This design comes from an exercise in tuning for small area, a short achievable clock period and few clock cycles on the open sky130 flow, not from production work.
No activity file was given, so power comes from the tool's default toggle rates.

Setup of red:
Design link_framer_top, start of the top module:
module link_framer_top (
  input  logic       aclk,
  input  logic       aresetn,
  input  logic       in_tvalid,
  output logic       in_tready,
  input  logic [7:0] in_tdata,
  input  logic       in_tlast,
  output logic       out_tvalid,
  input  logic       out_tready,
  output logic [7:0] out_tdata,
  output logic       out_tlast
);
clock: 4.5 ns
lec_check: 0
cap_margin: 20
core_area: 3 3 39 39
cts_buf_list: sky130_fd_sc_hd__clkbuf_1
die_area: 0 0 42 42
setup_slack_margin: 2.0
slew_margin: 20
synth_hierarchical: 1
synth_minimum_keep_size: 0
standard.sh (not shown) runs the stock make flow with config.mk's settings and CLKGATE_MAP_FILE= SYNTH_SCRIPT=/design/flow/synth_recipe.tcl, a recipe that flattens the netlist after the stock synthesis.
==> flow/flow/run.sh <==
#!/bin/bash
# The standard layout (the standard.sh) with extra ORFS settings:
# BUFFER_PORTS_ARGS="-buffer_cell sky130_fd_sc_hd__buf_1" RECOVER_POWER=100
# make's full output goes to standard.log; each ORFS step keeps its own log under orfs/logs.
set -euo pipefail
bash standard.sh BUFFER_PORTS_ARGS="-buffer_cell sky130_fd_sc_hd__buf_1" RECOVER_POWER=100 finish > standard.log 2>&1
red finished all stages; the layout is clean.
Edits applied to the flow inputs when going from red to blue:
# red
export LEC_CHECK = 0
export CAP_MARGIN = 20
export CORE_AREA = 3 3 39 39
export CTS_BUF_LIST = sky130_fd_sc_hd__clkbuf_1
export DIE_AREA = 0 0 42 42
export SETUP_SLACK_MARGIN = 2.0
export SLEW_MARGIN = 20
export SYNTH_HIERARCHICAL = 1
export SYNTH_MINIMUM_KEEP_SIZE = 0
create_clock -name core_clock -period 4.5 [get_ports {aclk}]
# blue
export LEC_CHECK = 0
export CAP_MARGIN = 20
export CORE_AREA = 3 3 61 61
export CTS_BUF_LIST = sky130_fd_sc_hd__clkbuf_1
export DIE_AREA = 0 0 64 64
export SLEW_MARGIN = 20
create_clock -name core_clock -period 4.5 [get_ports {aclk}]
==> flow/flow/run.sh <==
#!/bin/bash
# The standard layout (the standard.sh) with extra ORFS settings:
# BUFFER_PORTS_ARGS="-buffer_cell sky130_fd_sc_hd__buf_1"
# make's full output goes to standard.log; each ORFS step keeps its own log under orfs/logs.
set -euo pipefail
bash standard.sh BUFFER_PORTS_ARGS="-buffer_cell sky130_fd_sc_hd__buf_1" finish > standard.log 2>&1
==> summary.txt <==
Between red and blue, area of all placed cells without fillers is higher for blue, red comes in under that.
Between red and blue, the power per cell area is higher for red.
In blue the non-filler instance count after layout turned out about 27% higher than in red.
| die outline area | higher: blue |
No run of this note included a check of the RTL's function; only the layout flow was run.


link_framer_top, a different RTL version from the one above (not shown whole).
Size in the first run: roughly 24 I/O pins, roughly 250 sq um of cells after synthesis.
## link_framer_top
module link_framer_top (
  input  logic       aclk,
  input  logic       aresetn,
  input  logic       in_tvalid,
  output logic       in_tready,
  input  logic [7:0] in_tdata,
  input  logic       in_tlast,
  output logic       out_tvalid,
  input  logic       out_tready,
  output logic [7:0] out_tdata,
  output logic       out_tlast
);
==> flow/config.mk <==
export PLATFORM = sky130hd
export DESIGN_NAME = link_framer_top
export DESIGN_NICKNAME = link_framer_top
export VERILOG_FILES = /design/flow/design.v
export SDC_FILE = /design/flow/constraint.sdc
export NUM_CORES = 4
export LEC_CHECK = 0
export CAP_MARGIN = 20
export CORE_AREA = 3 3 61 61
export CTS_BUF_LIST = sky130_fd_sc_hd__clkbuf_1
export CTS_CLUSTER_DIAMETER = 100
export CTS_CLUSTER_SIZE = 4
export DIE_AREA = 0 0 64 64
export SETUP_SLACK_MARGIN = 1.8
export SLEW_MARGIN = 20
export SYNTH_HIERARCHICAL = 1
export SYNTH_MINIMUM_KEEP_SIZE = 0
==> flow/constraint.sdc <==
create_clock -name core_clock -period 4.5 [get_ports {aclk}]
set_input_delay 0.9000 -clock core_clock [delete_from_list [all_inputs] [get_ports {aclk}]]
set_output_delay 0.9000 -clock core_clock [all_outputs]
set_load 0.01 [all_outputs]
==> flow/flow/run.sh <==
#!/bin/bash
# The standard layout (the standard.sh) with extra ORFS settings:
# BUFFER_PORTS_ARGS="-buffer_cell sky130_fd_sc_hd__buf_1"
# make's full output goes to standard.log; each ORFS step keeps its own log under orfs/logs.
set -euo pipefail
bash standard.sh BUFFER_PORTS_ARGS="-buffer_cell sky130_fd_sc_hd__buf_1" finish > standard.log 2>&1
Change:
ABC_AREA = 1   (was not set)
CTS_CLUSTER_DIAMETER = not set   (was 100)
CTS_CLUSTER_SIZE = not set   (was 4)
SETUP_SLACK_MARGIN = not set   (was 1.8)
Effect: Non-clock buffer count is unchanged; total power increases by 8.8%; fmax increases by 0.56%.
No functional check of the RTL was part of any run of this note.


Another version of the RTL of link_framer_top (not shown whole).
For scale: about 2 flip-flops.
// link_framer_top
module link_framer_top (
  input  logic       aclk,
  input  logic       aresetn,
  input  logic       in_tvalid,
  output logic       in_tready,
  input  logic [7:0] in_tdata,
  input  logic       in_tlast,
  output logic       out_tvalid,
  input  logic       out_tready,
  output logic [7:0] out_tdata,
  output logic       out_tlast
);
Settings: LEC_CHECK=0, CAP_MARGIN=20, CORE_AREA=3 3 61 61, CTS_BUF_LIST=sky130_fd_sc_hd__clkbuf_1, DIE_AREA=0 0 64 64, SLEW_MARGIN=20; clock period 4.5 ns.
run.sh (not shown) runs the stock make flow with config.mk's settings and CLKGATE_MAP_FILE= SYNTH_SCRIPT=/design/flow/synth_recipe.tcl, a recipe that flattens the netlist after the stock synthesis.
Stock flow here: none of the scripts above is used.
Then changed:
==> flow/flow/run.sh (new file) <==
#!/bin/bash
# The standard layout (the standard.sh) with extra ORFS settings:
# BUFFER_PORTS_ARGS="-buffer_cell sky130_fd_sc_hd__buf_1"
# make's full output goes to standard.log; each ORFS step keeps its own log under orfs/logs.
set -euo pipefail
bash standard.sh BUFFER_PORTS_ARGS="-buffer_cell sky130_fd_sc_hd__buf_1" finish > standard.log 2>&1
==> flow/standard.sh (new file) <==
#!/bin/bash
# synth_recipe.tcl (not shown) runs the flow's synth.tcl, then flattens the netlist and writes it again
# the make line also repeats each setting of config.mk as NAME=value (left out here)
make -C /OpenROAD-flow-scripts/flow DESIGN_CONFIG=/design/flow/config.mk WORK_HOME=/design/flow/orfs CLKGATE_MAP_FILE= SYNTH_SCRIPT=/design/flow/synth_recipe.tcl "${@:-finish}"
- SETUP_SLACK_MARGIN: not set -> 2.05
removed: flow/run.sh
Design area shrinks by 8.1%.
Clock skew came out lower by 4.6 ps.
Wire length rose by 7.0%.
Maximum frequency is higher by 30%.
Hold slack degrades by 91 ps.
Die area stays the same.
Cell count grows by 6.3%.
No functional check of the RTL was part of any run of this note.

## port drivers added, routing unchanged
Ports are ideal in the flow. The routed layouts listed here were re-timed in OpenROAD.
Step 1 (the two cells are an assumption about what drives the block):
set clk [get_ports {aclk}]
set_driving_cell -lib_cell sky130_fd_sc_hd__clkbuf_16 $clk
set_driving_cell -lib_cell sky130_fd_sc_hd__buf_2 [delete_from_list [all_inputs] $clk]
Step 2 adds t to the input delays and takes it off the output delays; t is the mean of the earliest and latest rising clock arrival at the registers after step 1. Input paths then give back, and output paths get back, about the clock's delay inside the block.
a / b / c = no drivers / after step 1 / after step 2; a / b = the first two.
run	shift t [ns]	setup WS [ns]	worst setup path after step 2	worst register clock-pin slew, ns	worst slew at a driven data input, ns
red	0.207	1.950 / 1.925 / 1.925	input to output	0.05 / 0.05	0.03
blue	0.231	1.699 / 1.674 / 1.674	input to output	0.06 / 0.06	0.03
the first run of note 2	0.218	2.008 / 1.987 / 1.987	input to output	0.06 / 0.06	0.03
the second run of note 2	0.217	2.022 / 1.998 / 1.998	input to output	0.05 / 0.05	0.03
the first run of note 3	0.224	0.935 / 0.901 / 0.901	input to output	0.05 / 0.05	0.04
the second run of note 3	0.221	1.754 / 1.732 / 1.732	input to output	0.05 / 0.05	0.04
After both steps setup and hold are still met in every run listed. The setup slack of the first run of note 3, which loses most, moves by -0.034 ns with the drivers and by -0.034 ns with both steps.
